Background: an optimization exercise with open tools, aiming at small area, a short achievable clock period and few clock cycles per item. Do not read the settings as production practice.
Function was not checked in any run shown here: the RTL went through the layout flow alone.
Power and IR drop assume default switching activity.

--- design/flow/flow/run.sh ---
#!/bin/bash
# The standard layout, with the port buffers made from sky130_fd_sc_hd__buf_2
# cells instead of the cell buffer_ports picks by default. The make output goes
# to flow_make.log here; ORFS's per-step logs stay under orfs/logs.
set -euo pipefail
export BUFFER_PORTS_ARGS="-buffer_cell sky130_fd_sc_hd__buf_2"
bash standard.sh finish > flow_make.log 2>&1
--- design/flow/standard.sh ---
#!/bin/bash
# synth_recipe.tcl (not shown) runs the flow's synth.tcl, then flattens the netlist and writes it again
# the make line also repeats each setting of config.mk as NAME=value (left out here)
make -C /OpenROAD-flow-scripts/flow DESIGN_CONFIG=/design/flow/config.mk WORK_HOME=/design/flow/orfs CLKGATE_MAP_FILE= SYNTH_SCRIPT=/design/flow/synth_recipe.tcl "${@:-finish}"
--- design/flow/config.mk ---
export PLATFORM = sky130hd
export DESIGN_NAME = join_top
export DESIGN_NICKNAME = join_top
export VERILOG_FILES = /design/flow/design.v
export SDC_FILE = /design/flow/constraint.sdc
export NUM_CORES = 4
export LEC_CHECK = 0
export CAP_MARGIN = 20
export CORE_MARGIN = 2
export CORE_UTILIZATION = 55
export CTS_CLUSTER_DIAMETER = 60
export CTS_CLUSTER_SIZE = 40
export SETUP_SLACK_MARGIN = 3.1
export SLEW_MARGIN = 20
export TNS_END_PERCENT = 10
--- design/flow/constraint.sdc ---
create_clock -name core_clock -period 5.0 [get_ports {ap_clk}]
set_input_delay 1.0000 -clock core_clock [delete_from_list [all_inputs] [get_ports {ap_clk}]]
set_output_delay 1.0000 -clock core_clock [all_outputs]
set_load 0.01 [all_outputs]
--- design/flow/design.v ---
localparam WINDOW_DEPTH    = 16;   
localparam REG_CTRL        = 8'h00;   
localparam REG_RESULT_BASE = 8'h04;
localparam REG_RESULT_MAX  = 8'h08;
localparam REG_WINDOW      = 8'h0C;   
localparam REG_STREAM      = 8'h10;   
localparam REG_STATUS      = 8'h14;
`timescale 1ns/10ps
module join_top (
  input  logic        ap_clk,
  input  logic        rst_n,
  input  logic        host_cyc,
  input  logic        host_stb,
  input  logic        host_we,
  input  logic [31:0] host_adr,
  input  logic [31:0] host_dat_w,
  output logic        host_ack,
  output logic [31:0] host_dat_r,
  output logic        mem_cyc,
  output logic        mem_stb,
  output logic        mem_we,
  output logic [31:0] mem_adr,
  output logic [31:0] mem_dat_w,
  input  logic        mem_ack,
  input  logic [31:0] mem_dat_r
);
localparam WINDOW_DEPTH    = 16;   
localparam REG_CTRL        = 8'h00;   
localparam REG_RESULT_BASE = 8'h04;
localparam REG_RESULT_MAX  = 8'h08;
localparam REG_WINDOW      = 8'h0C;   
localparam REG_STREAM      = 8'h10;   
localparam REG_STATUS      = 8'h14;
  logic        ack_q;         
  logic [7:0]  wkey [WINDOW_DEPTH];
  logic [7:0]  wval [WINDOW_DEPTH];
  logic [3:0]  wr_ptr;        
  logic        wfull;         
  logic [7:0]  p_key;         
  logic [7:0]  p_sval;
  logic [15:0] p_mask;        
  logic        p_valid;       
  logic [31:0] result_base;
  logic [15:0] result_max;
  logic [15:0] count;
  logic        over;
  logic        room_q;        
  logic        rc_q;          
  logic        stb_q;         
  logic [27:0] dat_q;         
  logic [31:2] adr_q;         
  logic        adr_c;         
  logic [31:0] rd_q;
  logic [15:0] p_below;       
  logic [15:0] p_low;         
  logic [15:0] p_rest;
  logic        free, take, issue, pop;
  logic [3:0] p_grp;          
  logic [3:0] p_grp_below;    
  always_comb begin
    for (int g = 0; g < 4; g++) p_grp[g] = |p_mask[4*g +: 4];
    p_grp_below[0] = 1'b0;
    p_grp_below[1] = p_grp[0];
    p_grp_below[2] = p_grp[0] | p_grp[1];
    p_grp_below[3] = p_grp[0] | p_grp[1] | p_grp[2];
    for (int g = 0; g < 4; g++) begin
      p_below[4*g]     = p_grp_below[g];
      p_below[4*g + 1] = p_grp_below[g] | p_mask[4*g];
      p_below[4*g + 2] = p_grp_below[g] | p_mask[4*g] | p_mask[4*g + 1];
      p_below[4*g + 3] = p_grp_below[g] | p_mask[4*g] | p_mask[4*g + 1] | p_mask[4*g + 2];
    end
  end
  assign p_low   = p_mask & ~p_below;
  assign p_rest  = p_mask & p_below;
  assign free    = !stb_q || mem_ack;         
  assign take    = free && p_valid;           
  assign issue   = take && room_q;
  logic [3:0] p_grp2;
  logic       p_multi;
  always_comb begin
    for (int g = 0; g < 4; g++)
      p_grp2[g] = (p_mask[4*g] & (p_mask[4*g+1] | p_mask[4*g+2] | p_mask[4*g+3]))
                | (p_mask[4*g+1] & (p_mask[4*g+2] | p_mask[4*g+3]))
                | (p_mask[4*g+2] & p_mask[4*g+3]);
    p_multi = (|p_grp2)
            | (p_grp[0] & (p_grp[1] | p_grp[2] | p_grp[3]))
            | (p_grp[1] & (p_grp[2] | p_grp[3]))
            | (p_grp[2] & p_grp[3]);
  end
  assign pop     = take && (!room_q || !p_multi);   
  logic [15:0] wvalid, match;    
  logic [7:0]  offset;
  logic        req, a_win, a_str, acc_win, ld_str, acc_str, acc_oth, acc;
  logic        op_base, op_max, op_clr;    
  assign offset  = host_adr[7:0];
  assign req     = host_cyc && host_stb && !ack_q;
  assign a_win   = host_we && (offset == REG_WINDOW);
  assign a_str   = host_we && (offset == REG_STREAM);
  assign acc_win = req && a_win && !p_mask[wr_ptr];
  assign ld_str  = req && a_str && !p_valid;   
  assign acc_str = ld_str || (req && a_str && !(|match));   
  assign acc_oth = req && !a_win && !a_str;
  assign acc     = acc_win || acc_str || acc_oth;
  logic win_q;
  always_ff @(posedge ap_clk or negedge rst_n) begin
    if (!rst_n) begin
      ack_q <= 1'b0;
      win_q   <= 1'b0;
      op_base <= 1'b0;
      op_max  <= 1'b0;
      op_clr  <= 1'b0;
    end else begin
      ack_q <= acc;
      win_q   <= acc_win;
      op_base <= acc_oth && host_we && (offset == REG_RESULT_BASE);
      op_max  <= acc_oth && host_we && (offset == REG_RESULT_MAX);
      op_clr  <= acc_oth && host_we && (offset == REG_CTRL) && host_dat_w[0];
    end
  end
  logic busy;
  assign busy = stb_q || p_valid;
  always_ff @(posedge ap_clk) begin
    case (offset)
      REG_RESULT_BASE: rd_q <= result_base;
      REG_RESULT_MAX:  rd_q <= {16'h0, result_max};
      REG_STATUS:      rd_q <= {14'h0, busy, over, count};
      default:         rd_q <= '0;
    endcase
  end
  assign host_ack   = ack_q;
  assign host_dat_r = rd_q;
  always_ff @(posedge ap_clk or negedge rst_n) begin
    if (!rst_n) begin
      result_base <= '0;
      result_max  <= '0;
    end else begin
      if (op_base) result_base <= host_dat_w;
      if (op_max)  result_max  <= host_dat_w[15:0];
    end
  end
  always_ff @(posedge ap_clk) begin
    if (win_q) begin
      wkey[wr_ptr] <= host_dat_w[15:8];
      wval[wr_ptr] <= host_dat_w[7:0];
    end
  end
  always_ff @(posedge ap_clk or negedge rst_n) begin
    if (!rst_n) begin
      wr_ptr <= '0;
      wfull  <= 1'b0;
    end else if (op_clr) begin
      wr_ptr <= '0;
      wfull  <= 1'b0;
    end else if (win_q) begin
      wr_ptr <= wr_ptr + 1'b1;
      if (wr_ptr == 4'hF) wfull <= 1'b1;
    end
  end
  always_comb begin
    for (int i = 0; i < WINDOW_DEPTH; i++) begin
      wvalid[i] = wfull || (4'(i) < wr_ptr);
      match[i]  = wvalid[i] && (wkey[i] == host_dat_w[15:8]);
    end
  end
  always_ff @(posedge ap_clk) begin
    if (!p_valid) begin
      p_key  <= host_dat_w[15:8];
      p_sval <= host_dat_w[7:0];
    end
  end
  always_ff @(posedge ap_clk or negedge rst_n) begin
    if (!rst_n) begin
      p_mask  <= '0;
      p_valid <= 1'b0;
    end else if (ld_str) begin
      p_mask  <= match;
      p_valid <= |match;
    end else if (take) begin
      p_mask  <= room_q ? p_rest : '0;   
      p_valid <= !pop;
    end
  end
  logic [7:0] p_wval;
  logic [3:0] p_slot;
  always_comb begin
    p_wval = '0;
    p_slot = '0;
    for (int i = 0; i < 16; i++) begin
      p_wval = p_wval | ({8{p_low[i]}} & wval[i]);
      p_slot = p_slot | ({4{p_low[i]}} & 4'(i));
    end
  end
  always_ff @(posedge ap_clk) begin
    if (issue) dat_q <= {p_key, p_sval, p_wval, p_slot};
  end
  always_ff @(posedge ap_clk or negedge rst_n) begin
    if (!rst_n) begin
      stb_q <= 1'b0;
      count <= '0;
      over  <= 1'b0;
    end else if (op_clr) begin
      stb_q <= 1'b0;
      count <= '0;
      over  <= 1'b0;
    end else begin
      if (free) begin
        stb_q <= issue;
      end
      if (stb_q && mem_ack) count <= count + 1'b1;
      if (take && !room_q) over <= 1'b1;
    end
  end
  logic [16:0] count_p1, count_p2;
  assign count_p1 = {1'b0, count} + 17'd1;
  assign count_p2 = {1'b0, count} + 17'd2;
  always_ff @(posedge ap_clk or negedge rst_n) begin
    if (!rst_n) begin
      room_q <= 1'b0;
      rc_q   <= 1'b0;
    end else begin
      rc_q <= op_max || op_clr;
      if (rc_q)       room_q <= count < result_max;
      else if (issue) room_q <= stb_q ? (count_p2 != {1'b0, result_max})
                                      : (count_p1 != {1'b0, result_max});
    end
  end
  logic [8:0]  lo_sum, hi_sum0, hi_sum1;
  logic [16:0] adr_lo;
  assign lo_sum  = {1'b0, result_base[9:2]}   + {1'b0, count[7:0]};
  assign hi_sum0 = {1'b0, result_base[17:10]} + {1'b0, count[15:8]};
  assign hi_sum1 = {1'b0, result_base[17:10]} + {1'b0, count[15:8]} + 9'd1;
  assign adr_lo  = {lo_sum[8] ? hi_sum1 : hi_sum0, lo_sum[7:0]};
  always_ff @(posedge ap_clk) begin
    if (stb_q && mem_ack) begin
      adr_q <= adr_q + 1'b1;
      adr_c <= adr_c || (&adr_q[17:2]);
    end else begin
      {adr_c, adr_q[17:2]} <= adr_lo;
      adr_q[31:18]         <= result_base[31:18] + {13'h0, adr_c};
    end
  end
  assign mem_cyc   = stb_q;
  assign mem_stb   = stb_q;
  assign mem_we    = stb_q;
  assign mem_adr   = {adr_q, result_base[1:0]};
  assign mem_dat_w = {dat_q[27:4], 4'h0, dat_q[3:0]};
endmodule
==> metrics.md, run 1 <==
| Metric | Value |
|---|---|
| Outcome | timing/DRC/antenna clean |
| Vias in the first global route | 13230 |
| Fin nets | 2006 |
| Design Area, Final | 24910 um2 |
| Hold EP | dat_q[19] |
| Hold Path Class | reg2reg |
| GR Overflow Total | 0 |
| Initial core utilization | 0.5566 |
| DRC violations left | 0 |
| Slew @ Worst Pin | 1.034 ns |
| Hold Crit Start | p_sval[7] |
| DR iter-0 viols | 1134 |
| Die Y-Extent | 196.2 um |
| Setup violators final | 0 |
| Synth Instances | 1624 |
| DP HPWL | 31210 um |
| Area leader, netlist | edfxtp_1 |
| Worst endpoint data arrival time | 2.85 ns |
| # diodes | 0 |
| Int Power | 5.813 mW |
| Worst reg2reg path startpoint | p_mask[0] |
| Setup crit end kind | flip-flop |
| Combinational family with the most area after synthesis | simple AND/OR/NAND/NOR gates |
| Xor and xnor area share after synthesis | 0.09091 |
| Final hold violation count | 0 |
| Syn Std Cell Area | 20330 um2 |
| Max Slew Vio Count | 0 |
| Clock power frac | 0.420 |
| Worst reg2reg endpoint | dat_q[10] |
| Total CTS buffers | 36 |
| Post-Route WL | 51050 um |
| Adder-cell share of the synthesized area | 0.02881 |
| Clock transition at path regs | 0.09 ns |
| Switching power | 1.608 mW |
| Leakage | 9.722 nW |
| Vias | 13750 |
| Dpl cells | 2164 |
| Sw Share | 0.2167 |
| Yosys cell types | 76 |
| Hold path cells | 0 |
| Fin crit period | 2.438 ns |
| YS warnings | 1 |
| Skew-Pair Late Insertion Delay | 0.55 ns |
| Synth async-reset ratio | 0.2074 |
| Synth Flop Type | edfxtp_1 |
| Fmax | 410.3 MHz |
| Drt wl/cell | 21.69 um |
| Synth Area in Compound Gates | 0.08962 |
| # fillers | 2697 |
| Initial antenna violation count | 0 |
| Area occupied by multi-input gates | 7843 um2 |
| Simple-gate share of the synthesized area | 0.1139 |
| Max IR drop VDD | 0.3485 mV |
| Total power draw | 7.420 mW |
| Crit path launch type | flip-flop |
| Share of cells above drive strength 1 | 0.2943 |
| DRT antenna net count | 0 |
| Final period util | 0.4875 |
| Synth top cells by count | 300 x edfxtp_1, 146 x xnor2_1, 123 x nand2_1 |
| Core Area | 36520 um2 |
| Max Root-Sink Buffers | 3 |
| Unrepaired setup endpoints after global routing | true |
| Crit Path Class | reg2reg |
| Max-Cap Viols | 0 |
| FF+latch area | 12710 um2 |
| Crit path max-delay cell type | or4_4 |
| Setup TNS | 0 ns |
| Total GRT Usage | 0.2584 |
| CP Cell Sequence | or4_4 -> buf_4 -> or3_4 -> nor3b_4 -> buf_12 -> a222oi_1 -> nand3_1 -> a21oi_1 -> nand2_1 |
| Port Buf Inserts | 141 |
| Number of synthesized register bits | 458 |
| Critical path's largest stage delay | 0.56 ns |
| Global-route wire length before repair | 76710 um |
| Io pins | 202 |
| Synth-to-Final Area Change | 22.55% |
| Die W | 196.2 um |
| Sequential power share | 0.547 |
| CTS root buf | clkbuf_16 |
| Non-Filler Instances | 2354 |
| Combinational power share | 0.033 |
| Mux share of post-synthesis cell area | 0.02419 |
| Placed Area | 21450 um2 |
| CP required | 5.41 ns |
| Syn avg cell area | 12.52 um2 |
| GPL Wtd Cong | 0.8802 |
| Worst R2R Setup Slack | 2.56 ns |
| Hold slack final | 0.4077 ns |
| Via/cell ratio | 5.843 |
| Worst slew margin | 0.3092 |
| CTS tree | built |
| Pwr per Cell Area | 297.9 nW/um2 |
| Clk_skew | 0.02950 ns |
| Top cell type's share of synthesized area | 0.4432 |
| EDFF count, synth | 300 |
| Area contributors post-synth | edfxtp_1 44%, dfrtp_1 12%, xnor2_1 6.3% |
| Most frequent cell after synthesis | edfxtp_1 |
| Number of cells on the worst reg-to-reg path | 9 |
| Seq/Total Area, Yosys | 0.6222 |
| # rows | 70 |
| H-tree levels | 2 |
| Drt pass-1 iters | 7 |
| Die area | 38510 um2 |
| Sink Count | 458 |
| Largest net degree at the start of global routing | 68 |
| Top fanout value on the critical path | 9 |
==> area by class of cell <==
cell class,instances,share of cell area
multi-input cells,1021,0.3148
flip-flops and latches,458,0.5101
inverters,56,0.008689
clock buffers,39,0.03827
clock inverters,25,0.01346
well taps,468,0.02351
repair buffers,287,0.09111
==> per-stage QoR <==
stage	util	setup WS [ns]
floorplan	-	2.441
global placement	0.5874	1.719
detailed placement	0.5874	1.710
CTS	0.6583	2.476
global route	0.6821	2.459
finish	0.6821	2.562
==> sequential cells by signal, summed over array words and instances, names as in the netlist, 4 cells and up <==
signal	flops
adr_q	30
count	16
dat_q	28
p_key	8
p_mask	16
p_sval	8
rd_q	32
result_base	32
result_max	16
wkey	128
wr_ptr	4
wval	128
==> power by group through the flow <==
stage | Sequential [mW] | Combinational (mW) | Clock (mW)
after floorplan | 4.14 | 0.103 | 0
after global placement | 4.15 | 0.202 | 0
after detailed placement | 4.15 | 0.207 | 0
after CTS | 4.06 | 0.217 | 3.17
after global routing | 4.06 | 0.266 | 3.30
final | 4.06 | 0.244 | 3.11
==> per-layer routing <==
metal / global-route usage / vias up / wire length, um
li1: - / 6442 / -
met1: 0.3582 / 6870 / 22290
met2: 0.4439 / 385 / 25560
met3: 0.03060 / 57 / 2438
met4: 0.05303 / 0 / 767
met5: 0 / - / 0
==> worst max-delay path, delay by kind of cell, from the launching register on <==
| family | cells | cell delay (ns) |
|---|---|---|
| flip-flops | 1 | 0.49 |
| AO/OA/AOI/OAI | 2 | 0.13 |
| AND/OR/NAND/NOR | 5 | 1.38 |
| buffers and inverters | 2 | 0.33 |
==> kinds of logic after synthesis <==
| logic type | Yosys count |
|---|---|
| DFF | 458 |
| muxes | 39 |
| other | 1 |
| buffers and inverters | 148 |
| and+or+nand+nor | 454 |
| adders and majority gates | 46 |
| xor gates and xnor gates | 211 |
| AOI/OAI and AO/OA | 267 |
==> timing repair <==
item / in CTS / in global routing
gates resized for setup: 133 / 115
hold buffers: 0 / 0
buffers inserted: 75 / 44
endpoints found under the setup margin: 442 / 418
pin swaps: 43 / 35
cloned: 5 / 2
==> layout by cell type, fill, tap and decap left out, types with 43 or more instances in the layout <==
cell	Yosys	routed
buf_2	9	131
edfxtp_1	300	300
nand2_1	123	120
xor2_1	65	59
dfxtp_1	63	55
buf_4	8	114
o21ai_0	63	61
xnor2_1	146	146
a21oi_1	56	54
nor2_1	83	75
inv_1	55	53
nand4_1	43	43
dfrtp_1	95	64
==> how the worst max path moves through the flow <==
| stage | startpoint | end | cells after the start |
|---|---|---|---|
| 2_1_floorplan | host_adr[0] | p_mask[8] | 7 |
| 3_3_place_gp | host_dat_w[12] | ack_q | 8 |
| 3_5_place_dp | host_dat_w[12] | ack_q | 8 |
| 4_1_cts | result_base[10] | adr_q[17] | 9 |
| 5_1_grt | p_mask[0] | dat_q[6] | 9 |
| 6_report | p_mask[0] | dat_q[10] | 9 |
==> inputs of run 2 (changes only) <==
--- a/design/flow/config.mk
+++ b/design/flow/config.mk
@@ -12,3 +12,4 @@
 export CTS_CLUSTER_SIZE = 40
-export SETUP_SLACK_MARGIN = 3.1
+export PLACE_DENSITY = 0.75
+export SETUP_SLACK_MARGIN = 2.8
 export SLEW_MARGIN = 20
==> metrics.md, run 2 <==
| Metric | Value |
|---|---|
| Synth Flop Type | edfxtp_1 (unchanged) |
| Port Buf Inserts | 141 (unchanged) |
| Design Area, Final | 23680 um2 (was 24910 um2) |
| Number of cells on the worst reg-to-reg path | 10 (was 9) |
| Setup TNS | 0 ns (unchanged) |
| Post-Route WL | 48260 um (was 51050 um) |
| Outcome | timing/DRC/antenna clean (unchanged) |
| Fin crit period | 2.493 ns (was 2.438 ns) |
| Largest net degree at the start of global routing | 51 (was 68) |
| Synth Instances | 1624 (unchanged) |
| Die W | 196.2 um (unchanged) |
| Synth-to-Final Area Change | 16.51% (was 22.55%) |
| Worst Slack Setup Final | 2.507 ns (was 2.562 ns) |
| CTS root buf | clkbuf_16 (unchanged) |
| Synth async-reset ratio | 0.2074 (unchanged) |
| GPL Wtd Cong | 0.8588 (was 0.8802) |
| Setup crit end kind | flip-flop (unchanged) |
| Core Area | 36520 um2 (unchanged) |
| Vias in the first global route | 13310 (was 13230) |
| Sink Count | 458 (unchanged) |
| FF+latch area | 12680 um2 (was 12710 um2) |
| Max Slew Vio Count | 0 (unchanged) |
| Commonest cells after routing, fill and taps aside | 300 x edfxtp_1, 146 x xnor2_1, 132 x buf_2, 123 x nand2_1, 76 x nor2_1 (was 300 x edfxtp_1, 146 x xnor2_1, 131 x buf_2, 120 x nand2_1, 114 x buf_4) |
| Initial core utilization | 0.5566 (unchanged) |
| Die Y-Extent | 196.2 um (unchanged) |
| GR Overflow Total | 0 (unchanged) |
| Slew @ Worst Pin | 1.031 ns (was 1.034 ns) |
| EDFF count, synth | 300 (unchanged) |
| Final Core Density | 0.6484 (was 0.6821) |
| Area contributors post-synth | edfxtp_1 44%, dfrtp_1 12%, xnor2_1 6.3% (unchanged) |
| Non-Filler Instances | 2286 (was 2354) |
| # rows | 70 (unchanged) |
| Hold_buf cts | 0 (unchanged) |
| Syn Std Cell Area | 20330 um2 (unchanged) |
| Crit path launch type | flip-flop (unchanged) |
| Top fanout value on the critical path | 3 (was 9) |
| Top cell type's share of synthesized area | 0.4432 (unchanged) |
| CTS tree | built (unchanged) |
| Max Root-Sink Buffers | 3 (unchanged) |
| Setup violators final | 0 (unchanged) |
| Critical path origin | result_base[10] (was p_mask[0]) |
| DRC violations left | 0 (unchanged) |
| Most common cell after layout, fill and taps aside | edfxtp_1 (unchanged) |
| DRT antenna net count | 0 (unchanged) |
| Fin nets | 1938 (was 2006) |
| Fmax | 401.1 MHz (was 410.3 MHz) |
| Clock transition at path regs | 0.09 ns (about the same) |
| Most frequent cell after synthesis | edfxtp_1 (unchanged) |
| Seq/Total Area, Yosys | 0.6222 (unchanged) |
| DR iter-0 viols | 1231 (was 1134) |
| Pwr per Cell Area | 303.8 nW/um2 (was 297.9 nW/um2) |
| Number of synthesized register bits | 458 (unchanged) |
| Worst endpoint data arrival time | 2.99 ns (was 2.85 ns) |
| Hold Path Class | in2async (was reg2reg) |
| YS warnings | 1 (unchanged) |
| Clk_skew | 0.02731 ns (was 0.02950 ns) |
| Area leader, netlist | edfxtp_1 (unchanged) |
| Skew-Pair Late Insertion Delay | 0.62 ns (was 0.55 ns) |
| Worst reg2reg endpoint | adr_q[16] (was dat_q[10]) |
| DP HPWL | 31000 um (was 31210 um) |
| Drt pass-1 iters | 6 (was 7) |
| Dpl cells | 2164 (unchanged) |
| Final period util | 0.4986 (was 0.4875) |
| Worst R2R Setup Slack | 2.51 ns (was 2.56 ns) |
| Syn avg cell area | 12.52 um2 (unchanged) |
| Die area | 38510 um2 (unchanged) |
| Max-Cap Viols | 0 (unchanged) |
| Unrepaired setup endpoints after global routing | true (unchanged) |
| Worst slack, placed | 1.655 ns (was 1.710 ns) |
| Total power draw | 7.196 mW (was 7.420 mW) |
| Io pins | 202 (unchanged) |
| Vias | 13700 (was 13750) |
| Total CTS buffers | 31 (was 36) |
| Top flop regs | wkey: 128 flops, wval: 128 flops (unchanged) |
| Crit Path Class | reg2reg (unchanged) |
| Share of cells above drive strength 1 | 0.2438 (was 0.2943) |
| Final hold violation count | 0 (unchanged) |
| Leakage | 9.139 nW (was 9.722 nW) |
| Worst reg2reg path startpoint | result_base[10] (was p_mask[0]) |
| Initial antenna violation count | 1 (was 0) |
| Total GRT Usage | 0.2480 (was 0.2584) |
| # fillers | 2664 (was 2697) |
| Yosys cell types | 76 (unchanged) |
| Hold slack final | 0.4124 ns (was 0.4077 ns) |
| CP required | 5.49 ns (was 5.41 ns) |
| Max IR drop VDD | 0.4408 mV (was 0.3485 mV) |
| H-tree levels | 1 (was 2) |
| Area occupied by multi-input gates | 7545 um2 (was 7843 um2) |
| Via/cell ratio | 5.991 (was 5.843) |
| Drt wl/cell | 21.11 um (was 21.69 um) |
| Global-route wire length before repair | 74380 um (was 76710 um) |
| Synth top cells by count | 300 x edfxtp_1, 146 x xnor2_1, 123 x nand2_1 (unchanged) |
| Placed Area | 21450 um2 (about the same) |
| Worst slew margin | 0.3117 (was 0.3092) |
## run 2: worst max path at each step
stage / slack (ns) / cells after the start / endpoint
after detailed placement: 1.66 / 7 / rd_q[12]
after global placement: 1.69 / 7 / rd_q[12]
after global routing: 2.35 / 10 / adr_q[16]
after floorplan: 2.41 / 5 / wkey[12][0]
after CTS: 2.55 / 9 / adr_q[17]
final: 2.51 / 10 / adr_q[16]
## run 2: cell type report
class / count / share of cell area
sequential: 458 / 0.5356
multi-input combinational: 1021 / 0.3186
timing repair buffer: 224 / 0.06187
clock buffer: 36 / 0.03619
tap: 468 / 0.02473
clock inverter: 22 / 0.01405
inverter: 56 / 0.008929
antenna: 1 / 0.0001057
## run 2: cells by family after synthesis
family	after synthesis	share of synthesized area
AOI/OAI and AO/OA	267	0.08962
DFF	458	0.6222
muxes	39	0.02419
xor gates and xnor gates	211	0.09092
and+or+nand+nor	454	0.1139
buffers and inverters	148	0.03016
adders and majority gates	46	0.02881
other	1	0.0001845
## run 2: timing repair
item,in CTS,in global routing
pin swaps,37,26
gates resized for setup,108,36
setup endpoints to repair,248,256
buffers inserted,52,11
## run 2: per-layer routing
metal | wire, um | vias up | track usage
li1 | - | 6309 | -
met3 | 3047 | 91 | 0.02974
met1 | 20370 | 6748 | 0.3403
met5 | 0 | - | 0
met4 | 1313 | 0 | 0.08109
met2 | 23530 | 547 | 0.4154
## run 2: power breakdown
group          switching [mW]  internal, mW  total (mW)
Combinational           0.139        0.0731       0.212
Clock                    1.51          1.41        2.92
Sequential             0.0161          4.05        4.06
Total                    1.67          5.53        7.20
## run 2: worst max-delay path: stages, from the launching register on
cell      delay (ns)
dfrtp_1         0.43
ha_2            0.20
fa_2            0.34
a211o_1         0.28
a21oi_1         0.32
nor2_1          0.12
nand2b_1        0.12
nor3_2          0.06
buf_4           0.14
and2_1          0.13
o31a_1          0.22
==> inputs of run 3 (changes only) <==
--- a/design/flow/design.v
+++ b/design/flow/design.v
@@ -99,3 +99,3 @@
   assign acc_win = req && a_win && !p_mask[wr_ptr];
-  assign ld_str  = req && a_str && !p_valid;   
+  assign ld_str  = req && a_str && (!p_valid || pop);   
   assign acc_str = ld_str || (req && a_str && !(|match));   
@@ -165,3 +165,3 @@
   always_ff @(posedge ap_clk) begin
-    if (!p_valid) begin
+    if (!p_valid || pop) begin
       p_key  <= host_dat_w[15:8];
--- a/design/flow/config.mk
+++ b/design/flow/config.mk
@@ -12,3 +12,2 @@
 export CTS_CLUSTER_SIZE = 40
-export PLACE_DENSITY = 0.75
 export SETUP_SLACK_MARGIN = 2.8
==> metrics.md, run 3 <==
| Metric | Value |
|---|---|
| Outcome | timing/DRC/antenna clean (unchanged) |
| Setup TNS | 0 ns (unchanged) |
| Share of cells above drive strength 1 | 0.2475 (was 0.2438) |
| Synth top cells by count | 300 x edfxtp_1, 130 x xnor2_1, 115 x nand2_1 (was 300 x edfxtp_1, 146 x xnor2_1, 123 x nand2_1) |
| Fin crit period | 2.496 ns (was 2.493 ns) |
| GPL Wtd Cong | 0.8466 (was 0.8588) |
| DR iter-0 viols | 1066 (was 1231) |
| Synth Flop Type | edfxtp_1 (unchanged) |
| Design Area, Final | 23930 um2 (was 23680 um2) |
| CTS root buf | clkbuf_16 (unchanged) |
| Most common cell after layout, fill and taps aside | edfxtp_1 (unchanged) |
| Die W | 196.6 um (was 196.2 um) |
| Max Root-Sink Buffers | 3 (unchanged) |
| Hold_buf cts | 0 (unchanged) |
| H-tree levels | 2 (was 1) |
| Total CTS buffers | 35 (was 31) |
| # fillers | 2784 (was 2664) |
| Pwr per Cell Area | 366.3 nW/um2 (was 303.8 nW/um2) |
| EDFF count, synth | 300 (unchanged) |
| Switching power | 2.366 mW (was 1.668 mW) |
| Crit path launch type | flip-flop (unchanged) |
| Crit Path Class | reg2reg (unchanged) |
| Slew @ Worst Pin | 1.056 ns (was 1.031 ns) |
| Post-Route WL | 48260 um (about the same) |
| Max Slew Vio Count | 0 (unchanged) |
| Sw Share | 0.2700 (was 0.2318) |
| Setup violators final | 0 (unchanged) |
| YS warnings | 1 (unchanged) |
| Area contributors post-synth | edfxtp_1 44%, dfrtp_1 12%, dfxtp_1 6.2% (was edfxtp_1 44%, dfrtp_1 12%, xnor2_1 6.3%) |
| DRT antenna net count | 0 (unchanged) |
| # diodes | 0 (was 1) |
| Initial core utilization | 0.5584 (was 0.5566) |
| Syn avg cell area | 12.62 um2 (was 12.52 um2) |
| Io pins | 202 (unchanged) |
| Final period util | 0.4992 (was 0.4986) |
| Via/cell ratio | 5.773 (was 5.991) |
| Hold Path Class | reg2reg (was in2async) |
| DP HPWL | 31380 um (was 31000 um) |
| Synth Instances | 1616 (was 1624) |
| Skew-Pair Late Insertion Delay | 0.56 ns (was 0.62 ns) |
| Worst slew margin | 0.2960 (was 0.3117) |
| CTS tree | built (unchanged) |
| Placed Area | 21470 um2 (was 21450 um2) |
| Seq/Total Area, Yosys | 0.6202 (was 0.6222) |
| Clock power frac | 0.340 (was 0.406) |
| Clk_skew | 0.01846 ns (was 0.02731 ns) |
| Hold path cells | 0 |
| Area leader, netlist | edfxtp_1 (unchanged) |
| Top flop regs | wkey: 128 flops, wval: 128 flops (unchanged) |
| Top cell type's share of synthesized area | 0.4417 (was 0.4432) |
| Initial antenna violation count | 0 (was 1) |
| Global-route wire length before repair | 73920 um (was 74380 um) |
| Most frequent cell after synthesis | edfxtp_1 (unchanged) |
| GR Overflow Total | 0 (unchanged) |
| Top fanout value on the critical path | 3 (unchanged) |
| Vias | 13220 (was 13700) |
| Max IR drop VDD | 0.3438 mV (was 0.4408 mV) |
| Yosys cell types | 74 (was 76) |
| Int Power | 6.397 mW (was 5.527 mW) |
| Core Area | 36520 um2 (unchanged) |
| CP required | 5.44 ns (was 5.49 ns) |
| Final hold violation count | 0 (unchanged) |
| Leakage | 9.336 nW (was 9.139 nW) |
| Number of synthesized register bits | 458 (unchanged) |
| Vias in the first global route | 12890 (was 13310) |
| Commonest cells after routing, fill and taps aside | 300 x edfxtp_1, 133 x buf_2, 128 x xnor2_1, 110 x nand2_1, 92 x xor2_1 (was 300 x edfxtp_1, 146 x xnor2_1, 132 x buf_2, 123 x nand2_1, 76 x nor2_1) |
| Synth async-reset ratio | 0.2074 (unchanged) |
| Combinational power share | 0.143 (was 0.029) |
| Total GRT Usage | 0.2485 (was 0.2480) |
| Setup crit end kind | flip-flop (unchanged) |
| Drt wl/cell | 21.07 um (was 21.11 um) |
| Unrepaired setup endpoints after global routing | true (unchanged) |
| Syn Std Cell Area | 20390 um2 (was 20330 um2) |
| Fin nets | 1941 (was 1938) |
| Clock transition at path regs | 0.08 ns (was 0.09 ns) |
| Final Core Density | 0.6551 (was 0.6484) |
| Worst endpoint data arrival time | 2.93 ns (was 2.99 ns) |
| Drt pass-1 iters | 6 (unchanged) |
| Port Buf Inserts | 141 (unchanged) |
| Die area | 38640 um2 (was 38510 um2) |
| DRC violations left | 0 (unchanged) |
| Number of cells on the worst reg-to-reg path | 10 (unchanged) |
| Sink Count | 458 (unchanged) |
| Largest net degree at the start of global routing | 69 (was 51) |
| Sequential power share | 0.517 (was 0.565) |
| Fmax | 400.6 MHz (was 401.1 MHz) |
| Die Y-Extent | 196.6 um (was 196.2 um) |
| Synth-to-Final Area Change | 17.32% (was 16.51%) |
| # rows | 70 (unchanged) |
| Max-Cap Viols | 0 (unchanged) |
[run 3: kinds of logic after synthesis]
logic type               share of synthesized area
other                                    0.0001839
AND/OR/NAND/NOR                             0.1146
flip-flops                                  0.6202
adder cells (fa/ha/maj)                    0.02822
multiplexers                               0.02558
XOR/XNOR                                   0.09577
buffers and inverters                      0.03025
AO/OA/AOI/OAI                              0.08522
[run 3: worst paths after layout]
kind	slack, ns	start	end
max reg2reg	2.50	count[0]	adr_q[17]
max	2.50	count[0]	adr_q[17]
min	0.42	p_key[0]	dat_q[20]
min reg2reg	0.42	p_key[0]	dat_q[20]
min in group asynchronous	0.56	rst_n	result_base[0]
max in group asynchronous	3.46	rst_n	op_base
[run 3: power by group through the flow]
stage	clock [mW]	sequential (mW)	combinational (mW)
2_1_floorplan	0	4.62	0.619
4_1_cts	3.04	4.52	1.21
3_3_place_gp	0	4.62	1.04
5_1_grt	3.17	4.56	1.39
6_report	2.98	4.53	1.26
3_5_place_dp	0	4.63	1.05
[run 3: metrics by stage]
stage	setup slack, ns	cells	hold slack [ns]	total power, mW
2_1_floorplan	2.519	1619	0.4003	5.242
3_3_place_gp	1.672	2159	0.4023	5.656
3_5_place_dp	1.651	2159	0.4045	5.676
4_1_cts	2.518	2264	0.4217	8.773
5_1_grt	2.429	2290	0.4272	9.123
6_report	2.504	2290	0.4207	8.763
[run 3: cell type report]
cell class                 count  area, um2  share of cell area
inverter                      56      214.0            0.008943
tap                          468      585.6             0.02447
timing repair buffer         226       1521             0.06359
multi-input combinational   1018       7702              0.3219
sequential                   458      12680              0.5301
clock inverter                26      311.5             0.01302
clock buffer                  38      908.4             0.03797
[run 3: critical path, stage by stage (launching register included)]
cell and delay [ns]:
dfrtp_2 0.41, ha_2 0.19, inv_2 0.04, fa_2 0.35, nor2b_2 0.15, o2111ai_2 0.19
a31oi_4 0.21, nand4_1 0.17, nor4_2 0.29, xnor2_1 0.11, mux2_2 0.26
[run 3: repair_timing]
action                     CTS  global route
resized for setup           69            97
cloned                       1             0
setup buffers               40            26
setup endpoints to repair  281           317
pin swaps                   18            26
[run 3: metal layers]
| layer | global-route usage | wire length (um) | vias to the layer above | share of wire |
|---|---|---|---|---|
| li1 | - | - | 6268 | - |
| met1 | 0.3488 | 21520 | 6557 | 0.45 |
| met2 | 0.4127 | 23640 | 324 | 0.49 |
| met3 | 0.03063 | 2057 | 71 | 0.043 |
| met4 | 0.06818 | 1049 | 0 | 0.022 |
| met5 | 0 | 0 | - | 0 |
==> inputs of run 4 (changes only) <==
--- a/design/flow/design.v
+++ b/design/flow/design.v
@@ -99,3 +99,3 @@
   assign acc_win = req && a_win && !p_mask[wr_ptr];
-  assign ld_str  = req && a_str && (!p_valid || pop);   
+  assign ld_str  = req && a_str && !p_valid;   
   assign acc_str = ld_str || (req && a_str && !(|match));   
@@ -165,3 +165,3 @@
   always_ff @(posedge ap_clk) begin
-    if (!p_valid || pop) begin
+    if (!p_valid) begin
       p_key  <= host_dat_w[15:8];
@@ -182,10 +182,21 @@
   end
-  logic [7:0] p_wval;
+  logic [7:0] p_wval, g_wval [4];
   logic [3:0] p_slot;
-  always_comb begin
+  logic [1:0] g_slot [4];
+  logic [3:0] g_first;        
+  always_comb begin
+    for (int g = 0; g < 4; g++) begin
+      logic [3:0] m;
+      m = p_mask[4*g +: 4];
+      g_wval[g] = m[0] ? wval[4*g]     :
+                  m[1] ? wval[4*g + 1] :
+                  m[2] ? wval[4*g + 2] : wval[4*g + 3];
+      g_slot[g] = m[0] ? 2'd0 : m[1] ? 2'd1 : m[2] ? 2'd2 : 2'd3;
+      g_first[g] = p_grp[g] & !p_grp_below[g];
+    end
     p_wval = '0;
     p_slot = '0;
-    for (int i = 0; i < 16; i++) begin
-      p_wval = p_wval | ({8{p_low[i]}} & wval[i]);
-      p_slot = p_slot | ({4{p_low[i]}} & 4'(i));
+    for (int g = 0; g < 4; g++) begin
+      p_wval = p_wval | ({8{g_first[g]}} & g_wval[g]);
+      p_slot = p_slot | ({4{g_first[g]}} & {2'(g), g_slot[g]});
     end
==> metrics.md, run 4 <==
| Metric | Value |
|---|---|
| Max Slew Vio Count | 0 (unchanged) |
| Most frequent cell after synthesis | edfxtp_1 (unchanged) |
| Sequential power share | 0.552 (was 0.517) |
| Fmax | 375.3 MHz (was 400.6 MHz) |
| Setup violators final | 0 (unchanged) |
| DRC violations left | 0 (unchanged) |
| Post-Route WL | 50550 um (was 48260 um) |
| Levels on crit path | 8 (was 10) |
| Top cell type's share of synthesized area | 0.4319 (was 0.4417) |
| Slew @ Worst Pin | 1.057 ns (was 1.056 ns) |
| Outcome | timing/DRC/antenna clean (unchanged) |
| Clock power frac | 0.415 (was 0.340) |
| # rows | 71 (was 70) |
| Die area | 39500 um2 (was 38640 um2) |
| Synth Flop Type | edfxtp_1 (unchanged) |
| CP required | 5.42 ns (was 5.44 ns) |
| Vias in the first global route | 13270 (was 12890) |
| Pwr per Cell Area | 301.9 nW/um2 (was 366.3 nW/um2) |
| Seq/Total Area, Yosys | 0.6063 (was 0.6202) |
| Vias | 13750 (was 13220) |
| Initial core utilization | 0.5564 (was 0.5584) |
| H-tree levels | 2 (unchanged) |
| EDFF count, synth | 300 (unchanged) |
| DP HPWL | 32380 um (was 31380 um) |
| Hold Path Class | reg2reg (unchanged) |
| CP top delay family | compound AO/OA/AOI/OAI gates (was simple AND/OR/NAND/NOR gates) |
| Final hold violation count | 0 (unchanged) |
| Crit Path Class | reg2reg (unchanged) |
| Final period util | 0.5330 (was 0.4992) |
| # diodes | 0 (unchanged) |
| Worst endpoint data arrival time | 3.09 ns (was 2.93 ns) |
| Synth async-reset ratio | 0.2074 (unchanged) |
| Yosys cell types | 84 (was 74) |
| Total GRT Usage | 0.2565 (was 0.2485) |
| Max IR drop VDD | 0.3296 mV (was 0.3438 mV) |
| Skew-Pair Late Insertion Delay | 0.57 ns (was 0.56 ns) |
| Die W | 198.7 um (was 196.6 um) |
| Hold path cells | 0 (unchanged) |
| Initial antenna violation count | 1 (was 0) |
| Critical path origin | result_base[10] (was count[0]) |
| Combinational power share | 0.032 (was 0.143) |
| Crit path launch type | flip-flop (unchanged) |
| Die Y-Extent | 198.7 um (was 196.6 um) |
| Synth Instances | 1681 (was 1616) |
| Setup TNS | 0 ns (unchanged) |
| Hold Crit Start | p_sval[3] (was p_key[0]) |
| Crit path max-delay cell type | dfrtp_1 (was dfrtp_2) |
| DRT antenna net count | 0 (unchanged) |
| Clk_skew | 0.01607 ns (was 0.01846 ns) |
| Max-Cap Viols | 0 (unchanged) |
| Most common cell after layout, fill and taps aside | edfxtp_1 (unchanged) |
| Syn Std Cell Area | 20860 um2 (was 20390 um2) |
| Worst slew margin | 0.2955 (was 0.2960) |
| Via/cell ratio | 5.725 (was 5.773) |
| Top flop regs | wkey: 128 flops, wval: 128 flops (unchanged) |
| Sink Count | 458 (unchanged) |
| Syn avg cell area | 12.41 um2 (was 12.62 um2) |
| Port Buf Inserts | 141 (unchanged) |
| Drt pass-1 iters | 5 (was 6) |
| Fin crit period | 2.665 ns (was 2.496 ns) |
| Fin nets | 2011 (was 1941) |
| Drt wl/cell | 21.04 um (was 21.07 um) |
| Leakage | 9.523 nW (was 9.336 nW) |
| CP Cell Sequence | ha_2 -> fa_2 -> a21o_1 -> a2111oi_4 -> nand3_1 -> a311oi_2 -> xor2_2 -> a22oi_1 (was ha_2 -> inv_2 -> fa_2 -> nor2b_2 -> o2111ai_2 -> a31oi_4 -> nand4_1 -> nor4_2 -> xnor2_1 -> mux2_2) |
| Share of cells above drive strength 1 | 0.2411 (was 0.2475) |
| Core Area | 37490 um2 (was 36520 um2) |
| Commonest cells after routing, fill and taps aside | 300 x edfxtp_1, 143 x nor2_1, 138 x xnor2_1, 132 x buf_2, 106 x a21oi_1 (was 300 x edfxtp_1, 133 x buf_2, 128 x xnor2_1, 110 x nand2_1, 92 x xor2_1) |
| Synth top cells by count | 300 x edfxtp_1, 146 x nor2_1, 139 x xnor2_1 (was 300 x edfxtp_1, 130 x xnor2_1, 115 x nand2_1) |
| CP Buf/Inv Count | 0 (was 1) |
| GPL Wtd Cong | 0.8561 (was 0.8466) |
| Worst reg2reg path startpoint | result_base[10] (was count[0]) |
| Sw Share | 0.2316 (was 0.2700) |
| Setup crit end kind | flip-flop (unchanged) |
| CTS root buf | clkbuf_16 (unchanged) |
| Placed Area | 21940 um2 (was 21470 um2) |
| GR Overflow Total | 0 (unchanged) |
| CTS tree | built (unchanged) |
| YS warnings | 3 (was 1) |
| Top fanout value on the critical path | 4 (was 3) |
| Hold_buf cts | 0 (unchanged) |
| Clock transition at path regs | 0.08 ns (about the same) |
| Switching power | 1.703 mW (was 2.366 mW) |
| Unrepaired setup endpoints after global routing | true (unchanged) |
| Int Power | 5.651 mW (was 6.397 mW) |
| Area contributors post-synth | edfxtp_1 43%, dfrtp_1 11%, dfxtp_1 6.0% (was edfxtp_1 44%, dfrtp_1 12%, dfxtp_1 6.2%) |
| Number of cells on the worst reg-to-reg path | 8 (was 10) |
| Area leader, netlist | edfxtp_1 (unchanged) |
| Synth-to-Final Area Change | 16.78% (was 17.32%) |
| DR iter-0 viols | 1101 (was 1066) |
| Total CTS buffers | 36 (was 35) |
| Largest net degree at the start of global routing | 62 (was 69) |
| Number of synthesized register bits | 458 (unchanged) |
| Critical path's largest stage delay | 0.42 ns (was 0.41 ns) |
| Max Root-Sink Buffers | 3 (unchanged) |
| Design Area, Final | 24360 um2 (was 23930 um2) |
| Global-route wire length before repair | 76680 um (was 73920 um) |
| Io pins | 202 (unchanged) |
## run 4: changes by cell type in the layout (fill, tap and decap cells not counted), sizes merged, moves of 11 or more
cell	previous run	this run
mux2i	6	40
nand3	65	42
a21oi	43	109
a221oi	16	1
nor2	97	148
and3	17	29
nand2	115	90
a22oi	24	4
xor2	93	82
## run 4: area by class of cell
cell class                      count  area, um2
Clock buffer                       37      925.9
Inverter                           47      180.2
Sequential cell                   458      12700
Multi-Input combinational cell   1084       7951
Fill cell                        2940      13130
Timing Repair Buffer              238       1615
Tap cell                          511      639.4
Clock inverter                     27      346.6
## run 4: cell families after synthesis
logic type / count (synthesis) / share of synthesized area
flops: 458 / 0.6063
simple gates: 456 / 0.1110
compound gates: 277 / 0.08698
xor+xnor: 221 / 0.09280
buf+inv: 144 / 0.03269
mux: 79 / 0.04241
fa+ha+maj: 45 / 0.02765
other cells: 1 / 0.0001798
## run 4: stage by stage
| stage | hold WS (ns) | setup WS (ns) | power [mW] | cells | util |
|---|---|---|---|---|---|
| floorplan | 0.4003 | 2.394 | 4.253 | 1684 | - |
| global placement | 0.4025 | 1.686 | 4.363 | 2264 | 0.5853 |
| detailed placement | 0.4063 | 1.718 | 4.368 | 2264 | 0.5853 |
| CTS | 0.4259 | 2.241 | 7.427 | 2372 | 0.6392 |
| global route | 0.4306 | 2.228 | 7.592 | 2402 | 0.6498 |
| finish | 0.4253 | 2.335 | 7.354 | 2402 | 0.6498 |
## run 4: metal layers
metal,global-route usage,share of wire
met5,0.01405,0.0015
met4,0.06744,0.022
met3,0.04222,0.055
met2,0.4254,0.48
met1,0.3521,0.44
## run 4: worst paths after layout
| kind | end | slack, ns |
|---|---|---|
| max | adr_c | 2.34 |
| min | dat_q[15] | 0.43 |
| max reg2reg | adr_c | 2.34 |
| min reg2reg | dat_q[15] | 0.43 |
| max in group asynchronous | p_mask[4] | 3.42 |
| min in group asynchronous | result_base[16] | 0.53 |
## run 4: timing repair
action,CTS,global route
endpoints found under the setup margin,320,251
gates cloned,2,1
setup buffers,42,29
pin swaps,35,24
gates resized for setup,103,42
## run 4: power by group through the flow
| stage | clock network [mW] | logic, mW | registers (mW) |
|---|---|---|---|
| 6_report | 3.05 | 0.237 | 4.06 |
| 5_1_grt | 3.27 | 0.261 | 4.06 |
| 2_1_floorplan | 0 | 0.109 | 4.14 |
| 3_5_place_dp | 0 | 0.220 | 4.15 |
| 3_3_place_gp | 0 | 0.216 | 4.15 |
| 4_1_cts | 3.13 | 0.238 | 4.06 |
==> inputs of run 5 (changes only) <==
--- a/design/flow/design.v
+++ b/design/flow/design.v
@@ -33,3 +33,8 @@
 localparam REG_STATUS      = 8'h14;
-  logic        ack_q;         
+  logic        rd_ack_q;      
+  logic [1:0]  hb_v;          
+  logic [1:0]  hb_s;          
+  logic [15:0] hb_d [2];      
+  logic        hb_wp, hb_rp;  
+  logic [1:0]  hb_n;          
   logic [7:0]  wkey [WINDOW_DEPTH];
@@ -90,33 +95,17 @@
   assign pop     = take && (!room_q || !p_multi);   
-  logic [15:0] wvalid, match;    
   logic [7:0]  offset;
-  logic        req, a_win, a_str, acc_win, ld_str, acc_str, acc_oth, acc;
-  logic        op_base, op_max, op_clr;    
+  logic        wr_ok, wack, w_buf, op_base, op_max, op_clr;
   assign offset  = host_adr[7:0];
-  assign req     = host_cyc && host_stb && !ack_q;
-  assign a_win   = host_we && (offset == REG_WINDOW);
-  assign a_str   = host_we && (offset == REG_STREAM);
-  assign acc_win = req && a_win && !p_mask[wr_ptr];
-  assign ld_str  = req && a_str && !p_valid;   
-  assign acc_str = ld_str || (req && a_str && !(|match));   
-  assign acc_oth = req && !a_win && !a_str;
-  assign acc     = acc_win || acc_str || acc_oth;
-  logic win_q;
-  always_ff @(posedge ap_clk or negedge rst_n) begin
-    if (!rst_n) begin
-      ack_q <= 1'b0;
-      win_q   <= 1'b0;
-      op_base <= 1'b0;
-      op_max  <= 1'b0;
-      op_clr  <= 1'b0;
-    end else begin
-      ack_q <= acc;
-      win_q   <= acc_win;
-      op_base <= acc_oth && host_we && (offset == REG_RESULT_BASE);
-      op_max  <= acc_oth && host_we && (offset == REG_RESULT_MAX);
-      op_clr  <= acc_oth && host_we && (offset == REG_CTRL) && host_dat_w[0];
-    end
+  assign wr_ok   = (hb_n != 2'd2);
+  assign wack    = host_cyc && host_stb && host_we && wr_ok;
+  assign w_buf   = wack && ((offset == REG_WINDOW) || (offset == REG_STREAM));
+  assign op_base = wack && (offset == REG_RESULT_BASE);
+  assign op_max  = wack && (offset == REG_RESULT_MAX);
+  assign op_clr  = wack && (offset == REG_CTRL) && host_dat_w[0];
+  always_ff @(posedge ap_clk or negedge rst_n) begin
+    if (!rst_n) rd_ack_q <= 1'b0;
+    else        rd_ack_q <= host_cyc && host_stb && !host_we && !rd_ack_q;
   end
   logic busy;
-  assign busy = stb_q || p_valid;
+  assign busy = stb_q || p_valid || (|(hb_v & hb_s));
   always_ff @(posedge ap_clk) begin
@@ -129,3 +118,3 @@
   end
-  assign host_ack   = ack_q;
+  assign host_ack   = (host_cyc && host_stb && host_we && wr_ok) || rd_ack_q;
   assign host_dat_r = rd_q;
@@ -140,6 +129,51 @@
   end
-  always_ff @(posedge ap_clk) begin
-    if (win_q) begin
-      wkey[wr_ptr] <= host_dat_w[15:8];
-      wval[wr_ptr] <= host_dat_w[7:0];
+  logic [15:0] h_d;
+  logic        h_v, h_s, h_go;
+  logic        win_go, ld_str;
+  logic [15:0] wvalid, match;    
+  assign h_v = hb_v[hb_rp];
+  assign h_s = hb_s[hb_rp];
+  assign h_d = hb_d[hb_rp];
+  always_comb begin
+    for (int i = 0; i < WINDOW_DEPTH; i++) begin
+      wvalid[i] = wfull || (4'(i) < wr_ptr);
+      match[i]  = wvalid[i] && (wkey[i] == h_d[15:8]);
+    end
+  end
+  assign win_go = h_v && !h_s && !p_mask[wr_ptr];
+  assign ld_str = h_v && h_s && !p_valid;
+  assign h_go   = win_go || ld_str || (h_v && h_s && !(|match));
+  always_ff @(posedge ap_clk) begin
+    if (w_buf) begin
+      hb_s[hb_wp] <= (offset == REG_STREAM);
+      hb_d[hb_wp] <= host_dat_w[15:0];
+    end
+  end
+  always_ff @(posedge ap_clk or negedge rst_n) begin
+    if (!rst_n) begin
+      hb_v    <= 2'b00;
+      hb_wp   <= 1'b0;
+      hb_rp   <= 1'b0;
+      hb_n    <= 2'd0;
+    end else if (op_clr) begin
+      hb_v    <= 2'b00;
+      hb_wp   <= 1'b0;
+      hb_rp   <= 1'b0;
+      hb_n    <= 2'd0;
+    end else begin
+      if (h_go) begin
+        hb_v[hb_rp] <= 1'b0;
+        hb_rp       <= !hb_rp;
+      end
+      if (w_buf) begin
+        hb_v[hb_wp] <= 1'b1;
+        hb_wp       <= !hb_wp;
+      end
+      hb_n <= hb_n + {1'b0, w_buf} - {1'b0, h_go};
+    end
+  end
+  always_ff @(posedge ap_clk) begin
+    if (win_go) begin
+      wkey[wr_ptr] <= h_d[15:8];
+      wval[wr_ptr] <= h_d[7:0];
     end
@@ -153,3 +187,3 @@
       wfull  <= 1'b0;
-    end else if (win_q) begin
+    end else if (win_go) begin
       wr_ptr <= wr_ptr + 1'b1;
@@ -158,12 +192,6 @@
   end
-  always_comb begin
-    for (int i = 0; i < WINDOW_DEPTH; i++) begin
-      wvalid[i] = wfull || (4'(i) < wr_ptr);
-      match[i]  = wvalid[i] && (wkey[i] == host_dat_w[15:8]);
-    end
-  end
   always_ff @(posedge ap_clk) begin
     if (!p_valid) begin
-      p_key  <= host_dat_w[15:8];
-      p_sval <= host_dat_w[7:0];
+      p_key  <= h_d[15:8];
+      p_sval <= h_d[7:0];
     end
@@ -182,21 +210,10 @@
   end
-  logic [7:0] p_wval, g_wval [4];
+  logic [7:0] p_wval;
   logic [3:0] p_slot;
-  logic [1:0] g_slot [4];
-  logic [3:0] g_first;        
-  always_comb begin
-    for (int g = 0; g < 4; g++) begin
-      logic [3:0] m;
-      m = p_mask[4*g +: 4];
-      g_wval[g] = m[0] ? wval[4*g]     :
-                  m[1] ? wval[4*g + 1] :
-                  m[2] ? wval[4*g + 2] : wval[4*g + 3];
-      g_slot[g] = m[0] ? 2'd0 : m[1] ? 2'd1 : m[2] ? 2'd2 : 2'd3;
-      g_first[g] = p_grp[g] & !p_grp_below[g];
-    end
+  always_comb begin
     p_wval = '0;
     p_slot = '0;
-    for (int g = 0; g < 4; g++) begin
-      p_wval = p_wval | ({8{g_first[g]}} & g_wval[g]);
-      p_slot = p_slot | ({4{g_first[g]}} & {2'(g), g_slot[g]});
+    for (int i = 0; i < 16; i++) begin
+      p_wval = p_wval | ({8{p_low[i]}} & wval[i]);
+      p_slot = p_slot | ({4{p_low[i]}} & 4'(i));
     end
==> metrics.md, run 5 <==
| Metric | Value |
|---|---|
| Die area | 41120 um2 (was 39500 um2) |
| Synth Instances | 1692 (was 1681) |
| Largest net degree at the start of global routing | 56 (was 62) |
| GPL Wtd Cong | 0.8614 (was 0.8561) |
| YS warnings | 1 (was 3) |
| Initial core utilization | 0.5597 (was 0.5564) |
| Number of cells on the worst reg-to-reg path | 16 (was 8) |
| Max Root-Sink Buffers | 3 (unchanged) |
| Die Y-Extent | 202.8 um (was 198.7 um) |
| Synth Flop Type | edfxtp_1 (unchanged) |
| Drt wl/cell | 22.11 um (was 21.04 um) |
| Vias in the first global route | 13640 (was 13270) |
| Setup crit end kind | flip-flop (unchanged) |
| Commonest cells after routing, fill and taps aside | 334 x edfxtp_1, 140 x buf_2, 134 x xnor2_1, 102 x nand2_1, 89 x nor2_1 (was 300 x edfxtp_1, 143 x nor2_1, 138 x xnor2_1, 132 x buf_2, 106 x a21oi_1) |
| Critical path origin | hb_rp (was result_base[10]) |
| Die W | 202.8 um (was 198.7 um) |
| Max IR drop VDD | 0.2152 mV (was 0.3296 mV) |
| Via/cell ratio | 5.819 (was 5.725) |
| Non-Filler Instances | 2465 (was 2402) |
| Post-Route WL | 54510 um (was 50550 um) |
| Setup TNS | 0 ns (unchanged) |
| Max Slew Vio Count | 0 (unchanged) |
| DR iter-0 viols | 1182 (was 1101) |
| Vias | 14340 (was 13750) |
| Worst endpoint data arrival time | 3.86 ns (was 3.09 ns) |
| Most common cell after layout, fill and taps aside | edfxtp_1 (unchanged) |
| Drt pass-1 iters | 6 (was 5) |
| Clk_skew | 0.01778 ns (was 0.01607 ns) |
| Worst slew margin | 0.2836 (was 0.2955) |
| Pwr per Cell Area | 310.0 nW/um2 (was 301.9 nW/um2) |
| EDFF count, synth | 334 (was 300) |
| CTS root buf | clkbuf_16 (unchanged) |
| DRC violations left | 0 (unchanged) |
| Syn Std Cell Area | 21730 um2 (was 20860 um2) |
| Top flop regs | wkey: 128 flops, wval: 128 flops (unchanged) |
| Synth-to-Final Area Change | 19.77% (was 16.78%) |
| Io pins | 202 (unchanged) |
| Most frequent cell after synthesis | edfxtp_1 (unchanged) |
| Final hold violation count | 0 (unchanged) |
| Skew-Pair Late Insertion Delay | 0.58 ns (was 0.57 ns) |
| # rows | 72 (was 71) |
| Total GRT Usage | 0.2586 (was 0.2565) |
| GR Overflow Total | 0 (unchanged) |
| Slew @ Worst Pin | 1.066 ns (was 1.057 ns) |
| Area contributors post-synth | edfxtp_1 46%, dfrtp_1 11%, dfxtp_1 5.8% (was edfxtp_1 43%, dfrtp_1 11%, dfxtp_1 6.0%) |
| Area leader, netlist | edfxtp_1 (unchanged) |
| Top cell type's share of synthesized area | 0.4615 (was 0.4319) |
| Clock transition at path regs | 0.09 ns (was 0.08 ns) |
| Hold Path Class | reg2reg (unchanged) |
| Hold slack final | 0.4267 ns (was 0.4253 ns) |
| Top fanout value on the critical path | 7 (was 4) |
| CTS tree | built (unchanged) |
| Global-route wire length before repair | 80700 um (was 76680 um) |
| Port Buf Inserts | 141 (unchanged) |
| Fin nets | 2065 (was 2011) |
| Max-Cap Viols | 0 (unchanged) |
| Crit Path Class | reg2reg (unchanged) |
| Hold_buf cts | 0 (unchanged) |
| Yosys cell types | 76 (was 84) |
| Final Core Density | 0.6703 (was 0.6498) |
| Setup violators final | 0 (unchanged) |
| Worst reg2reg path startpoint | hb_rp (was result_base[10]) |
| Share of cells above drive strength 1 | 0.2549 (was 0.2411) |
| Fin crit period | 3.393 ns (was 2.665 ns) |
| Total power draw | 8.068 mW (was 7.354 mW) |
| CP required | 5.46 ns (was 5.42 ns) |
| DP HPWL | 34320 um (was 32380 um) |
| Hold Crit Start | p_sval[3] (unchanged) |
| H-tree levels | 2 (unchanged) |
| Final period util | 0.6785 (was 0.5330) |
| Syn avg cell area | 12.84 um2 (was 12.41 um2) |
| Dpl cells | 2309 (was 2264) |
| Sink Count | 494 (was 458) |
| Crit path launch type | flip-flop (unchanged) |
| Number of synthesized register bits | 494 (was 458) |
| Total CTS buffers | 37 (was 36) |
| Seq/Total Area, Yosys | 0.6313 (was 0.6063) |
| Core Area | 38830 um2 (was 37490 um2) |
| Leakage | 10.13 nW (was 9.523 nW) |
| Initial antenna violation count | 1 (unchanged) |
| Synth async-reset ratio | 0.1964 (was 0.2074) |
| Fmax | 294.8 MHz (was 375.3 MHz) |
| Hold path cells | 0 (unchanged) |
| Outcome | timing/DRC/antenna clean (unchanged) |
| Synth top cells by count | 334 x edfxtp_1, 140 x xnor2_1, 108 x nand2_1 (was 300 x edfxtp_1, 146 x nor2_1, 139 x xnor2_1) |
| Unrepaired setup endpoints after global routing | true (unchanged) |
| DRT antenna net count | 0 (unchanged) |
run 5: timing repair:
| item | 4_1_cts | 5_1_grt |
|---|---|---|
| resized for setup | 32 | 123 |
| buffers inserted | 29 | 49 |
| gates cloned | 1 | 8 |
| setup endpoints to repair | 604 | 485 |
| pin swaps | 13 | 54 |
run 5: stage by stage:
stage | worst slack (ns) | cell area [um2]
after global routing | 1.465 | 26020
final | 1.607 | 26030
after global placement | 0.8427 | 23080
after detailed placement | 0.7908 | 23080
after floorplan | 1.786 | 21830
after CTS | 1.611 | 24970
run 5: final cells by class:
class,instances,area [um2]
diodes,1,2.502
repair buffers,264,2018
multi-input cells,1046,7899
inverters,74,277.8
fillers,2915,12800
flip-flops and latches,494,13740
clock buffers,39,975.9
well taps,518,648.1
clock inverters,29,465.4
run 5: where the power goes:
group	switching (mW)	total, mW	internal [mW]
registers	0.0371	4.40	4.36
clock network	1.74	3.39	1.65
logic	0.160	0.276	0.116
total	1.94	8.07	6.13
run 5: final timing paths:
check                                  end  slack, ns
min                              dat_q[15]       0.43
max reg2reg                        hb_n[1]       1.61
min in group asynchronous  result_base[30]       0.47
max                                hb_n[1]       1.61
min reg2reg                      dat_q[15]       0.43
max in group asynchronous         count[9]       3.36
run 5: cell families (layout without fill, tap and decap cells):
logic type	count (synthesis)	after routing	synth area share
AO/OA/AOI/OAI	263	263	0.08049
XOR/XNOR	221	221	0.08907
adder cells (fa/ha/maj)	47	47	0.02764
buffers and inverters	156	406	0.03086
flip-flops	494	494	0.6313
multiplexers	59	59	0.03650
other	1	5	0.0001726
AND/OR/NAND/NOR	451	452	0.1040
run 5: metal layers:
layer	GRT usage	routed length [um]	vias up
met5	0	0	-
met4	0.07508	1307	0
met3	0.03563	3126	74
met2	0.4341	27080	439
met1	0.3546	23000	7188
li1	-	-	6643
run 5: critical path, cell delays in order (launching register included):
cell and delay (ns):
dfrtp_4 0.51, buf_12 0.15, buf_6 0.11, mux2i_4 0.26, buf_12 0.21, xnor2_4 0.12, nor3_2 0.06, nand4_1 0.16
nand4_1 0.12, or4b_4 0.58, o21ai_4 0.24, ha_4 0.23, inv_2 0.06, ha_4 0.13, xor2_2 0.13, xnor2_1 0.13
nor2_1 0.06
==> inputs of run 6 (changes only) <==
--- a/design/flow/design.v
+++ b/design/flow/design.v
@@ -34,7 +34,5 @@
   logic        rd_ack_q;      
-  logic [1:0]  hb_v;          
-  logic [1:0]  hb_s;          
-  logic [15:0] hb_d [2];      
-  logic        hb_wp, hb_rp;  
-  logic [1:0]  hb_n;          
+  logic        h_v, b_v;      
+  logic        h_s, b_s;      
+  logic [15:0] h_d, b_d;      
   logic [7:0]  wkey [WINDOW_DEPTH];
@@ -98,3 +96,3 @@
   assign offset  = host_adr[7:0];
-  assign wr_ok   = (hb_n != 2'd2);
+  assign wr_ok   = !b_v;
   assign wack    = host_cyc && host_stb && host_we && wr_ok;
@@ -109,3 +107,3 @@
   logic busy;
-  assign busy = stb_q || p_valid || (|(hb_v & hb_s));
+  assign busy = stb_q || p_valid || (h_v && h_s) || (b_v && b_s);
   always_ff @(posedge ap_clk) begin
@@ -129,9 +127,4 @@
   end
-  logic [15:0] h_d;
-  logic        h_v, h_s, h_go;
-  logic        win_go, ld_str;
+  logic        h_go, win_go, ld_str;
   logic [15:0] wvalid, match;    
-  assign h_v = hb_v[hb_rp];
-  assign h_s = hb_s[hb_rp];
-  assign h_d = hb_d[hb_rp];
   always_comb begin
@@ -145,29 +138,31 @@
   assign h_go   = win_go || ld_str || (h_v && h_s && !(|match));
-  always_ff @(posedge ap_clk) begin
-    if (w_buf) begin
-      hb_s[hb_wp] <= (offset == REG_STREAM);
-      hb_d[hb_wp] <= host_dat_w[15:0];
-    end
-  end
-  always_ff @(posedge ap_clk or negedge rst_n) begin
-    if (!rst_n) begin
-      hb_v    <= 2'b00;
-      hb_wp   <= 1'b0;
-      hb_rp   <= 1'b0;
-      hb_n    <= 2'd0;
+  logic h_new, h_up, b_new;
+  assign h_new = w_buf && (h_go || !h_v);
+  assign h_up  = h_go && !w_buf;
+  assign b_new = w_buf && h_v && !h_go;
+  always_ff @(posedge ap_clk) begin
+    if (h_new) begin
+      h_s <= (offset == REG_STREAM);
+      h_d <= host_dat_w[15:0];
+    end else if (h_up) begin
+      h_s <= b_s;
+      h_d <= b_d;
+    end
+    if (b_new) begin
+      b_s <= (offset == REG_STREAM);
+      b_d <= host_dat_w[15:0];
+    end
+  end
+  always_ff @(posedge ap_clk or negedge rst_n) begin
+    if (!rst_n) begin
+      h_v <= 1'b0;
+      b_v <= 1'b0;
     end else if (op_clr) begin
-      hb_v    <= 2'b00;
-      hb_wp   <= 1'b0;
-      hb_rp   <= 1'b0;
-      hb_n    <= 2'd0;
-    end else begin
-      if (h_go) begin
-        hb_v[hb_rp] <= 1'b0;
-        hb_rp       <= !hb_rp;
-      end
-      if (w_buf) begin
-        hb_v[hb_wp] <= 1'b1;
-        hb_wp       <= !hb_wp;
-      end
-      hb_n <= hb_n + {1'b0, w_buf} - {1'b0, h_go};
+      h_v <= 1'b0;
+      b_v <= 1'b0;
+    end else begin
+      if (h_new)     h_v <= 1'b1;
+      else if (h_up) h_v <= b_v;
+      if (b_new)     b_v <= 1'b1;
+      else if (h_go) b_v <= 1'b0;
     end
==> metrics.md, run 6 <==
| Metric | Value |
|---|---|
| Int Power | 6.284 mW (was 6.128 mW) |
| YS warnings | 1 (unchanged) |
| Die area | 41010 um2 (was 41120 um2) |
| Commonest cells after routing, fill and taps aside | 334 x edfxtp_1, 139 x buf_2, 135 x xnor2_1, 114 x nand2_1, 96 x nor2_1 (was 334 x edfxtp_1, 140 x buf_2, 134 x xnor2_1, 102 x nand2_1, 89 x nor2_1) |
| Final period util | 0.5995 (was 0.6785) |
| Top cell type's share of synthesized area | 0.4628 (was 0.4615) |
| Design Area, Final | 25630 um2 (was 26030 um2) |
| Setup TNS | 0 ns (unchanged) |
| Met2 usage | 0.4205 (was 0.4341) |
| CTS root buf | clkbuf_16 (unchanged) |
| Worst slack, placed | 1.167 ns (was 0.7908 ns) |
| Sw Share | 0.2516 (was 0.2405) |
| Grt peak-use layer | met2 (unchanged) |
| Most common cell after layout, fill and taps aside | edfxtp_1 (unchanged) |
| Worst R2R Setup Slack | 2.00 ns (was 1.61 ns) |
| Drt pass-1 iters | 8 (was 6) |
| Max Slew Vio Count | 0 (unchanged) |
| Outcome | timing/DRC/antenna clean (unchanged) |
| H-tree levels | 2 (unchanged) |
| Fmax | 333.6 MHz (was 294.8 MHz) |
| M1 GR Usage | 0.3446 (was 0.3546) |
| Yosys cell types | 74 (was 76) |
| Hold_buf cts | 0 (unchanged) |
| Post-Route WL | 52750 um (was 54510 um) |
| Crit Path Class | reg2reg (unchanged) |
| Slew @ Worst Pin | 0.9181 ns (was 1.066 ns) |
| Grt met3 use | 0.03708 (was 0.03563) |
| # fillers | 2913 (was 2915) |
| Top fanout value on the critical path | 8 (was 7) |
| Synth Flop Type | edfxtp_1 (unchanged) |
| Hold Path Class | reg2reg (unchanged) |
| Synth top cells by count | 334 x edfxtp_1, 137 x xnor2_1, 121 x nand2_1 (was 334 x edfxtp_1, 140 x xnor2_1, 108 x nand2_1) |
| DRC violations left | 0 (unchanged) |
| Hold path cells | 0 (unchanged) |
| Via/cell ratio | 5.719 (was 5.819) |
| Port Buf Inserts | 141 (unchanged) |
| Core Area | 38740 um2 (was 38830 um2) |
| Clk_skew | 0.03245 ns (was 0.01778 ns) |
| GPL Wtd Cong | 0.8669 (was 0.8614) |
| Die W | 202.5 um (was 202.8 um) |
| Vias | 13940 (was 14340) |
| Setup crit end kind | flip-flop (unchanged) |
| Share of cells above drive strength 1 | 0.2376 (was 0.2549) |
| Hold slack final | 0.4023 ns (was 0.4267 ns) |
| Pwr per Cell Area | 327.7 nW/um2 (was 310.0 nW/um2) |
| Area contributors post-synth | edfxtp_1 46%, dfrtp_1 11%, dfxtp_1 5.8% (unchanged) |
| Vias in the first global route | 13750 (was 13640) |
| CTS tree | built (unchanged) |
| Die Y-Extent | 202.5 um (was 202.8 um) |
-- run 6: cell count changes after synthesis, sizes merged, moves of 12 or more --
cell   change
a22oi     +12
inv       -20
mux2i     -12
a21oi     -16
o21ai     -17
buf       +14
nand2     +13
nor2      +15
-- run 6: per-layer routing --
metal | wire length, um | share of wire
met5 | 49 | 0.00093
met4 | 1935 | 0.037
met3 | 2512 | 0.048
met2 | 25680 | 0.49
met1 | 22570 | 0.43
-- run 6: layout make-up --
type | count | area share
clock buffer | 41 | 0.03671
tap | 518 | 0.02529
antenna | 1 | 0.00009764
clock inverter | 23 | 0.01113
multi-input combinational | 1057 | 0.3100
inverter | 54 | 0.008251
sequential | 490 | 0.5322
timing repair buffer | 254 | 0.07626
-- run 6: stage by stage --
step                      power [mW]    util  std cells
after floorplan                5.114       -       1690
after global placement         5.376  0.5911       2285
after detailed placement       5.388  0.5911       2285
after global routing           8.703  0.6615       2437
final                          8.397  0.6616       2438
after CTS                      8.440  0.6445       2403
-- run 6: final timing paths --
check,startpoint,end
setup / recovery,wr_ptr[0],h_d[14]
hold / removal,p_key[7],dat_q[27]
setup reg to reg,wr_ptr[0],h_d[14]
hold reg to reg,p_key[7],dat_q[27]
max in group asynchronous,rst_n,count[1]
min in group asynchronous,rst_n,result_base[12]
-- run 6: what timing repair did --
| item | 4_1_cts | 5_1_grt |
|---|---|---|
| pin swaps | 17 | 24 |
| cloned | 3 | 6 |
| setup endpoints to repair | 478 | 485 |
| resized for setup | 63 | 74 |
| buffers inserted | 51 | 28 |
-- run 6: logic make-up (layout without fill, tap and decap cells) --
family,count (synthesis),after routing,share of synthesized area
other,1,5,0.0001730
xor gates and xnor gates,223,223,0.09012
buffers and inverters,144,372,0.03158
adders and majority gates,47,47,0.02748
muxes,54,54,0.03181
AOI/OAI and AO/OA,258,259,0.08325
DFF,490,490,0.6283
and+or+nand+nor,470,470,0.1073
-- run 6: power groups by stage --
stage,Clock [mW],Combinational [mW],Sequential [mW]
after floorplan,0,0.474,4.64
after global placement,0,0.687,4.69
after detailed placement,0,0.699,4.69
after CTS,3.11,0.742,4.59
after global routing,3.25,0.844,4.61
final,3.05,0.757,4.59
-- run 6: critical path, stage by stage (launching register included) --
cell and delay [ns]:
dfrtp_2 0.46, buf_12 0.15, ha_4 0.17, o21a_1 0.17, o211ai_1 0.19, nor4_2 0.08
or4_4 0.54, or4_4 0.50, a21oi_4 0.22, a211o_4 0.22

Check on run 6: ideal ports give 2.002 ns setup slack; a clkbuf_16 on the clock port and buf_2 on the inputs give 2.002 ns; moving port delays by the midpoint clock arrival (0.621 ns) as well gives 1.741 ns.
